What follows belongs to an exercise in optimizing a design on an open flow for small area, a short achievable clock period and few clock cycles per item; a production flow would make more cautious choices.
No functional check of the RTL was part of any run shown here.

==> flow/design.v, too long to show whole: its modules and the start of the top module <==
// module window_fetch: 45 lines
// module conv_fa: 10 lines
// module conv_mac_k0: 293 lines
// module conv_mac_k1: 291 lines
// module max_pool: 26 lines
// module layer_ctrl: 118 lines
// module conv_top: 71 lines
module conv_top
#(
    parameter int IMG_BITS = 6    
) (
    input  wire               clk,
    input  wire               rst,
    input  wire               ready,
    input  conv_pkg::pix_t         idata,
    input  conv_pkg::pix_t         cdata_rd,
    output logic              busy,
    output logic              cwr,
    output logic              crd,
    output logic [conv_pkg::ADDR_W-1:0] iaddr,
    output logic [conv_pkg::ADDR_W-1:0] caddr_wr,
    output logic [conv_pkg::ADDR_W-1:0] caddr_rd,
    output conv_pkg::pix_t              cdata_wr,
    output logic [2:0]        csel
);
  // ...
==> flow/flow/run.sh <==
#!/bin/bash
# The standard layout (the standard.sh, unchanged synthesis and steps),
# with ORFS's repair_timing asked to reach a setup slack of 8.6 ns.
# The SDC and clock period are the standard flow's own.
set -euo pipefail
bash standard.sh SETUP_SLACK_MARGIN=8.6 finish > standard_run.log 2>&1
==> flow/standard.sh <==
#!/bin/bash
# synth_recipe.tcl (not shown) runs the flow's synth.tcl, then flattens the netlist and writes it again
# the make line also repeats each setting of config.mk as NAME=value (left out here)
make -C /OpenROAD-flow-scripts/flow DESIGN_CONFIG=/design/flow/config.mk WORK_HOME=/design/flow/orfs CLKGATE_MAP_FILE= SYNTH_SCRIPT=/design/flow/synth_recipe.tcl "${@:-finish}"
==> flow/config.mk <==
export PLATFORM = sky130hd
export DESIGN_NAME = conv_top
export DESIGN_NICKNAME = conv_top
export VERILOG_FILES = /design/flow/design.v
export SDC_FILE = /design/flow/constraint.sdc
export NUM_CORES = 4
export LEC_CHECK = 0
export CAP_MARGIN = 20
export CORE_MARGIN = 2
export CORE_UTILIZATION = 55
export CTS_CLUSTER_DIAMETER = 200
export CTS_CLUSTER_SIZE = 20
export SLEW_MARGIN = 20
export SYNTH_HIERARCHICAL = 1
export SYNTH_MINIMUM_KEEP_SIZE = 0
==> flow/constraint.sdc <==
create_clock -name core_clock -period 12.5 [get_ports {clk}]
set_input_delay 2.5000 -clock core_clock [delete_from_list [all_inputs] [get_ports {clk}]]
set_output_delay 2.5000 -clock core_clock [all_outputs]
set_load 0.01 [all_outputs]
==> flow_metrics.env, run 1 <==
export IMPL_die_area_um2=80800
export IMPL_via_count=23180
export IMPL_fin_worst_skew_ps=25.4
export IMPL_n_clock_buffer=50
export IMPL_nNetsFinal=4265
export IMPL_clk_latency_ps=620
export IMPL_fill_cells=6173
export IMPL_post_cts_setup_buffers=12
export IMPL_reg_top3="u_window_fetch.s1 (92), u_window_fetch.s2 (92), u_window_fetch.s3 (92)"
export IMPL_status="finished clean"
export IMPL_dr_max_layer_used="met4"
export IMPL_buffers=131
export IMPL_max_slew_margin_rel=0.311
export IMPL_fp_dieW_um=284
export IMPL_hpwl_mm=79.1
export IMPL_multi_input_area_um2=26400
export IMPL_arrival_ps=4560
export IMPL_critPathBufInv=2
export IMPL_slew_viol_final=0
export IMPL_hold_end="u_window_fetch.s3[31]"
export IMPL_grtUsageMet2=0.444
export IMPL_hp_start="u_window_fetch.s3[35]"
export IMPL_netlist_area_um2=43200
export IMPL_critPathMaxStageDelay_ps=370
export IMPL_grt_first_pass_wirelength_mm=160
export IMPL_cts_made_buffers=43
export IMPL_clkTransAtPathRegs_ps=90
export IMPL_grtUsageTotal=0.268
export IMPL_antenna_found_initial=1
export IMPL_crit_chain="inv_2 > fa_2 > inv_2 > fa_2 > a21o_1 > a21o_1 > fa_2 > fa_2 > a21o_1 > a221o_1 > a31oi_1 > mux2i_1 > nand3_2 > a22o_4 > a221oi_4 > o22ai_1"
export IMPL_bufAreaShareNonClock=0.0270
==> run 2: changes to the inputs <==
==> flow/flow/run.sh (replaced) <==
#!/bin/bash
# The standard layout (the standard.sh, unchanged synthesis and steps),
# with ORFS's repair_timing asked to reach a setup slack of 8.4 ns.
# The SDC and clock period are the standard flow's own.
set -euo pipefail
bash standard.sh SETUP_SLACK_MARGIN=8.4 finish > standard_run.log 2>&1
==> run 2 against run 1 <==
Still clean on timing, DRC and antenna; synthesized area did not move; sequential share of layout area rose by 0.13 points; synthesized cell count did not move; design area fell by 1.1%; hold slack got worse by 1.1 ps; largest cell class unchanged.
==> flow_metrics.env, run 2 <==
export IMPL_status="finished clean"
export IMPL_die_area_um2=80800
export IMPL_ioPinCount=105
export IMPL_grt_pass1_vias=26266
export IMPL_hold_viol=0
export IMPL_cts_max_path_buffers=3
export IMPL_drv_cap=0
export IMPL_holdPathStages=0
export IMPL_arrival_ps=4540
export IMPL_fin_tns_setup_ps=0
export IMPL_rsz0062_at_grt="yes"
export IMPL_grt_first_pass_wirelength_mm=159
export IMPL_start_util=0.557
export IMPL_crit_type="flip-flop to flip-flop"
export IMPL_rrSetupSlack_ps=8440
export IMPL_r2r_worst_path_cells=16
export IMPL_grt_max_degree=81
export IMPL_layout_drive_gt1_share=0.105
export IMPL_fin_crit_sh=0.325
export IMPL_grtUsageTotal=0.265
export IMPL_netlist_area_um2=43200
export IMPL_crit_slowest_cell="a221o_1"
export IMPL_cts_tree="yes"
export IMPL_slew_viol_final=0
export IMPL_critPathTopFamily="compound AO/OA/AOI/OAI gates"
export IMPL_hpwl_mm=78.9
export IMPL_reg_top3="u_window_fetch.s1 (92), u_window_fetch.s2 (92), u_window_fetch.s3 (92)"
export IMPL_critPathMaxStageDelay_ps=370
export IMPL_min_period_ps=4060
export IMPL_syn_area_per_cell_um2=13.9
export IMPL_cts_made_buffers=43
export IMPL_routed_wl_mm=103
export IMPL_core_um2=77600
export IMPL_wl_per_cell_um=24.3
export IMPL_layout_common_cells="fa_1, dfxtp_1, inv_1"
export IMPL_vias_per_cell=5.49
export IMPL_cp_max_fo=4
export IMPL_fin_worst_skew_ps=31.6
export IMPL_holdWs_ps=315
export IMPL_diodes=0
export IMPL_startpoint_type="flip-flop"
export IMPL_area_growth_syn_to_layout_pct=7.65
export IMPL_fill_cells=6234
export IMPL_critPathBufInv=2
export IMPL_max_slew_margin_rel=0.366
export IMPL_cp_num_cells=16
export IMPL_clk_latency_ps=620
export IMPL_yosysWarnings=18
export IMPL_die_y_um=284
export IMPL_antenna_left=0
export IMPL_endpoint_kind="flip-flop"
export IMPL_portBuffers=71
export IMPL_drc=0
export IMPL_clkTransAtPathRegs_ps=90
export IMPL_synth_cells=3103
export IMPL_cts_max_level=2
export IMPL_initialDrtViolationCount=1289
export IMPL_fp_row_count=102
export IMPL_layout_commonest_cell="fa_1"
export IMPL_nNetsFinal=4243
export IMPL_overflow=0
export IMPL_via_count=23216
export IMPL_first_pass_iters=5
export IMPL_crit_chain="inv_1 > fa_1 > inv_1 > fa_2 > a21o_1 > a21o_1 > fa_2 > fa_2 > a21o_1 > a221o_1 > a31oi_1 > mux2i_1 > nand3_2 > a22o_4 > a221oi_4 > o22ai_1"
export IMPL_setup_violations_final=0
export IMPL_hold_path_class="flip-flop to flip-flop"
export IMPL_fp_dieW_um=284
export IMPL_cp_required_ps=12980
export IMPL_finalWeightedCongestion=0.901
export IMPL_fmax_mhz=246
export IMPL_antenna_found_initial=1
export IMPL_tightest_slew_ps=951
export IMPL_cts_root_buffer="clkbuf_16"
export IMPL_cts_sinks=746
[run 2: cell count changes in the layout (fill, tap and decap cells not counted), moves of 5 or more]
cell             before  now
dfxtp_1             560  628
dfxtp_2             108   50
clkdlybuf4s50_1      22   57
dlygate4sd2_1        46   12
fa_1                837  853
fa_2                 25    9
buf_4                46   34
dfxtp_4              15    5
buf_12                6    1
[run 2: per-layer routing]
| metal | wire (um) | GRT usage | up-vias |
|---|---|---|---|
| met5 | 0 | 0 | - |
| li1 | - | - | 10075 |
| met2 | 51100 | 0.447 | 619 |
| met4 | 2940 | 0.0733 | 0 |
| met3 | 5650 | 0.0460 | 160 |
| met1 | 43200 | 0.355 | 12362 |
[run 2: repair_timing]
action                                  in CTS  in global routing
pin swaps                                   15                 22
endpoints found under the setup margin      44                 68
setup buffers                                2                  4
gates resized for setup                     58                 59
hold buffers                                 0                  0
[run 2: final timing paths]
path                                        from                   endpoint
max                        u_mac_k0_top.nib_s[0]  u_layer_ctrl.cdata_wr[18]
min                        u_window_fetch.s0[59]      u_window_fetch.s0[55]
max reg2reg                u_mac_k0_top.nib_s[0]  u_layer_ctrl.cdata_wr[18]
min reg2reg                u_window_fetch.s0[59]      u_window_fetch.s0[55]
max in group asynchronous                    rst           u_layer_ctrl.run
min in group asynchronous                    rst           u_layer_ctrl.cwr
[run 2: per-stage QoR]
stage / setup WS [ps] / instance area (um2) / std cells / utilization
finish: 8440 / 46500 / 4227 / 0.600
global route: 8300 / 46500 / 4227 / 0.600
CTS: 8340 / 46300 / 4223 / 0.597
detailed placement: 7930 / 45000 / 4167 / 0.580
global placement: 7960 / 45000 / 4166 / 0.579
floorplan: 8590 / 43300 / 3121 / -
[run 2: final cells by class]
type / count / area [um2] / share of cell area
clock inverter: 4 / 71.3 / 0.00153
clock buffer: 50 / 1100 / 0.0237
inverter: 311 / 1170 / 0.0251
sequential: 746 / 15600 / 0.336
timing repair buffer: 109 / 1030 / 0.0221
tap: 1040 / 1300 / 0.0280
multi-input combinational: 1967 / 26200 / 0.564

==> separate check: timing with driven ports <==
The results above use ideal ports. As a check the final layouts listed here were re-extracted and re-timed, cells and wires unchanged. Step 1 sets driving cells, clkbuf_16 on the clock port and buf_2 on the other inputs (assumed; they add their load-dependent delay and slew). Step 2 also shifts input and output timing later by t, the mid clock arrival at the registers, as if the neighbouring blocks saw the same clock. Slacks: ideal / step 1 / step 2; pairs: ideal / step 1.
run	shift t [ns]	setup WS [ns]	worst slew at a driven data input, ns
run 1	0.672	8.415 / 8.415 / 8.415	0.04
run 2	0.676	8.439 / 8.373 / 8.439	0.04
After both steps setup and hold are still met in every run listed.
